From an optimization exercise on the open Yosys and OpenROAD flow, aimed at small area, a short achievable clock period and few clock cycles per item; shortcuts taken in it are not production practice. Function was checked by simulation only, so behaviour that the tests miss may differ from the original.

## alpha
Design aes128_iter_core, start of the top module:
module aes128_iter_core #(
    parameter int unsigned ROUNDS_PER_CYCLE = 1
) (
    input  logic         clk,
    input  logic         rst_n,
    input  logic         in_valid,
    output logic         in_ready,
    input  logic [127:0] plaintext,
    input  logic [127:0] key,
    output logic         out_valid,
    input  logic         out_ready,
    output logic [127:0] ciphertext
);
Size in the first run: about 5500 cells after synthesis, about 790 flip-flops, ~390 I/O pins, roughly 0.052 mm^2 of cells after synthesis.
Settings: LEC_CHECK=0, CAP_MARGIN=20, CORE_MARGIN=2, CORE_UTILIZATION=55, CTS_CLUSTER_DIAMETER=90, CTS_CLUSTER_SIZE=27, PLACE_DENSITY=0.75, SETUP_SLACK_MARGIN=3.1, SLEW_MARGIN=20, SYNTH_HIERARCHICAL=1; clock period 6.5 ns.
standard.sh (not shown) runs the stock make flow with config.mk's settings and CLKGATE_MAP_FILE= SYNTH_SCRIPT=/design/flow/synth_recipe.tcl, a recipe that flattens the netlist after the stock synthesis.
==> flow/flow/run.sh <==
#!/bin/bash
# Layout flow: the standard ORFS flow (standard.sh, unchanged synthesis), with the
# port buffers that placement inserts on every input and output made buf_2 cells
# instead of the default pick, and ORFS settings passed as make variables.
set -euo pipefail
cd "$(dirname "$0")/.."
bash standard.sh "BUFFER_PORTS_ARGS=-buffer_cell sky130_fd_sc_hd__buf_2" finish > standard_flow.log 2>&1
test -f out/final.def
Having completed the whole flow, alpha delivered a layout that passed the timing, design-rule and antenna checks.
Testbench counts of alpha, summed over its fixed seeds: cycles 16,024, items 1,600.
diff inputs: alpha => beta
Settings: swapping 3.1 for 2.95 in SETUP_SLACK_MARGIN.
==> flow/flow/run.sh <==
#!/bin/bash
# Layout flow: the standard ORFS flow (standard.sh, unchanged synthesis), with the
# port buffers that placement inserts on every input and output made buf_1 cells
# instead of the default pick, and ORFS settings passed as make variables.
set -euo pipefail
cd "$(dirname "$0")/.."
bash standard.sh "BUFFER_PORTS_ARGS=-buffer_cell sky130_fd_sc_hd__buf_1" finish > standard_flow.log 2>&1
test -f out/final.def
==> comparison <==
- | maximum clock rate | beta vs alpha | 0.011 GHz lower |
- Summary of beta over alpha: global-route usage now sits lower, number of inserted filler cells in the final layout increased 6.8%.
- Top routing layer in use = met5: beta; top routing layer in use = met4: alpha
- Against alpha, beta reports a fraction of standard cell area that is sequential that is higher.
- In the reports for alpha and beta, the larger clock-buffer cell count belongs to beta.
> inputs changed (beta -> gamma)
Settings: a change of SETUP_SLACK_MARGIN from 2.95 to 2.8; a deleted CTS_CLUSTER_SIZE that had been 27; a change of CORE_UTILIZATION from 55 to 65; a deleted CTS_CLUSTER_DIAMETER that had been 90; a change of PLACE_DENSITY from 0.75 to 0.85.
==> flow/flow/run.sh <==
#!/bin/bash
# Layout flow: the standard ORFS flow (standard.sh, unchanged synthesis), with the
# port buffers that placement inserts on every input and output made buf_2 cells
# instead of the default pick, and ORFS settings passed as make variables.
set -euo pipefail
cd "$(dirname "$0")/.."
bash standard.sh "BUFFER_PORTS_ARGS=-buffer_cell sky130_fd_sc_hd__buf_2" finish > standard_flow.log 2>&1
test -f out/final.def
[summary]
Changes observed in gamma relative to beta: global-route wire length before repair now larger, final area now larger. gamma reports a lower half-perimeter wire length after placement than beta does. Compared with beta, gamma has less setup slack.
Inputs modified between gamma and delta:
Settings: CTS_CLUSTER_SIZE: unset -> 27; CORE_UTILIZATION: 65 -> 55; PLACE_DENSITY: 0.85 -> 0.75; SETUP_SLACK_MARGIN: 2.8 -> 3.1; CTS_CLUSTER_DIAMETER: unset -> 90.
==> flow/flow/run.sh <==
#!/bin/bash
# Layout flow: the standard ORFS flow (standard.sh, unchanged synthesis), with the
# port buffers that placement inserts on every input and output made buf_1 cells
# instead of the default pick, and ORFS settings passed as make variables.
set -euo pipefail
cd "$(dirname "$0")/.."
bash standard.sh "BUFFER_PORTS_ARGS=-buffer_cell sky130_fd_sc_hd__buf_1" finish > standard_flow.log 2>&1
test -f out/final.def
Results
delta went all the way through synthesis, placement and routing and the layout is clean on timing, DRC and antenna. Sequential portion of the cell area in delta is 0.76 points below gamma. Going from gamma to delta, worst hold margin did not really move, global-route wire length before repair went down. Detail-routed via count per cell ended up about 4% lower on delta than on gamma. Reported for delta and gamma, number of input and output port buffers inserted turned out identical to the last digit. Summary of the comparison: wire length is higher in delta, relative to gamma. Summary of the comparison: detailed-router iteration count before antenna repair is higher in delta, relative to gamma. The buffers inserted during post-CTS setup optimization of delta exceeds that of gamma by 25. delta vs gamma — achievable frequency rose about 10%.
For epsilon, these inputs were changed with respect to delta:
Settings: GPL_ROUTABILITY_DRIVEN: unset -> 0; SETUP_SLACK_MARGIN: 3.1 -> 2.8.
==> flow/flow/run.sh <==
#!/bin/bash
# Layout flow: the standard ORFS flow (standard.sh, unchanged synthesis), with the
# port buffers that placement inserts on every input and output made buf_2 cells
# instead of the default pick, and ORFS settings passed as make variables.
set -euo pipefail
cd "$(dirname "$0")/.."
bash standard.sh "BUFFER_PORTS_ARGS=-buffer_cell sky130_fd_sc_hd__buf_2" finish > standard_flow.log 2>&1
test -f out/final.def
- Every stage of the flow completed for epsilon, and the final layout passed the timing, design-rule and antenna checks.
- From delta to epsilon the numbers moved as follows: core outline area level, synthesized cell area level, global-route usage moved down.

* * *

## v4
Another version of the RTL of aes128_iter_core (not shown whole).
For scale: ~5200 cells after synthesis, ~790 flip-flops, roughly 52000 sq um of cells after synthesis.
Settings: LEC_CHECK=0, CAP_MARGIN=20, CORE_MARGIN=2, CORE_UTILIZATION=55, PLACE_DENSITY=0.75, SETUP_SLACK_MARGIN=2.8, SLEW_MARGIN=20, SYNTH_HIERARCHICAL=1; clock period 6.5 ns.
==> flow/flow/run.sh <==
#!/bin/bash
# Layout flow: the standard ORFS flow (standard.sh, unchanged synthesis), with the
# port buffers that placement inserts on every input and output made buf_2 cells
# instead of the default pick, and ORFS settings passed as make variables.
set -euo pipefail
cd "$(dirname "$0")/.."
bash standard.sh "BUFFER_PORTS_ARGS=-buffer_cell sky130_fd_sc_hd__buf_2" finish > standard_flow.log 2>&1
test -f out/final.def
v4 has completed all stages; timing, DRC and antenna checks passed.
Testbench counts of v4, summed over its fixed seeds: cycles 16,024, items 1,600.
## Diff of input files: v25 against v4
==> flow/run.sh (new file) <==
#!/bin/bash
# synth_recipe.tcl (not shown) runs the flow's synth.tcl, then flattens the netlist and writes it again
# the make line also repeats each setting of config.mk as NAME=value (left out here)
make -C /OpenROAD-flow-scripts/flow DESIGN_CONFIG=/design/flow/config.mk WORK_HOME=/design/flow/orfs CLKGATE_MAP_FILE= SYNTH_SCRIPT=/design/flow/synth_recipe.tcl finish
removed: flow/flow/run.sh
removed: flow/standard.sh
Looking at non-clock buffer count, v25 sits 0.46% lower than v4 does. v25 against v4: number of cells on the worst hold path did not really move; cell area went up; last weighted congestion value of the routability-driven placer did not really move; final critical path time including I/O delays and setup went down. Post-detailed-placement cell area (v25 vs. v4) increases by a few percent.

-- re-timing with driven ports --
How much do the figures lean on ideal ports? The routed layouts below were timed once more, with nothing changed but the port constraints.
Step 1 (the two cells are an assumption about what drives the block):
set clk [get_ports {clk}]
set_driving_cell -lib_cell sky130_fd_sc_hd__clkbuf_16 $clk
set_driving_cell -lib_cell sky130_fd_sc_hd__buf_2 [delete_from_list [all_inputs] $clk]
Step 2 moves the port delays by t, midway between the first and last clock arrival at a register: inputs arrive t later, outputs are due t later. That takes back most of the time a late clock gives input paths.
Slacks: no drivers / after step 1 / after step 2; pairs: no drivers / after step 1.
run	t (ns)	slack for setup (ns)	latest minus earliest clock arrival (ns)
alpha	0.691	3.068 / 3.068 / 3.068	0.043 / 0.043
beta	0.695	2.931 / 2.931 / 2.809	0.043 / 0.043
gamma	0.714	2.715 / 2.715 / 2.704	0.036 / 0.035
delta	0.693	3.076 / 3.076 / 2.799	0.041 / 0.041
epsilon	0.688	2.785 / 2.785 / 2.785	0.042 / 0.042
v4	0.743	2.820 / 2.820 / 2.707	0.029 / 0.028
v25	0.740	2.824 / 2.824 / 2.321	0.041 / 0.041
After both steps setup and hold are still met in every run listed. The setup slack of v25, which loses most, moves by 0.000 ns with the drivers and by -0.503 ns with both steps.
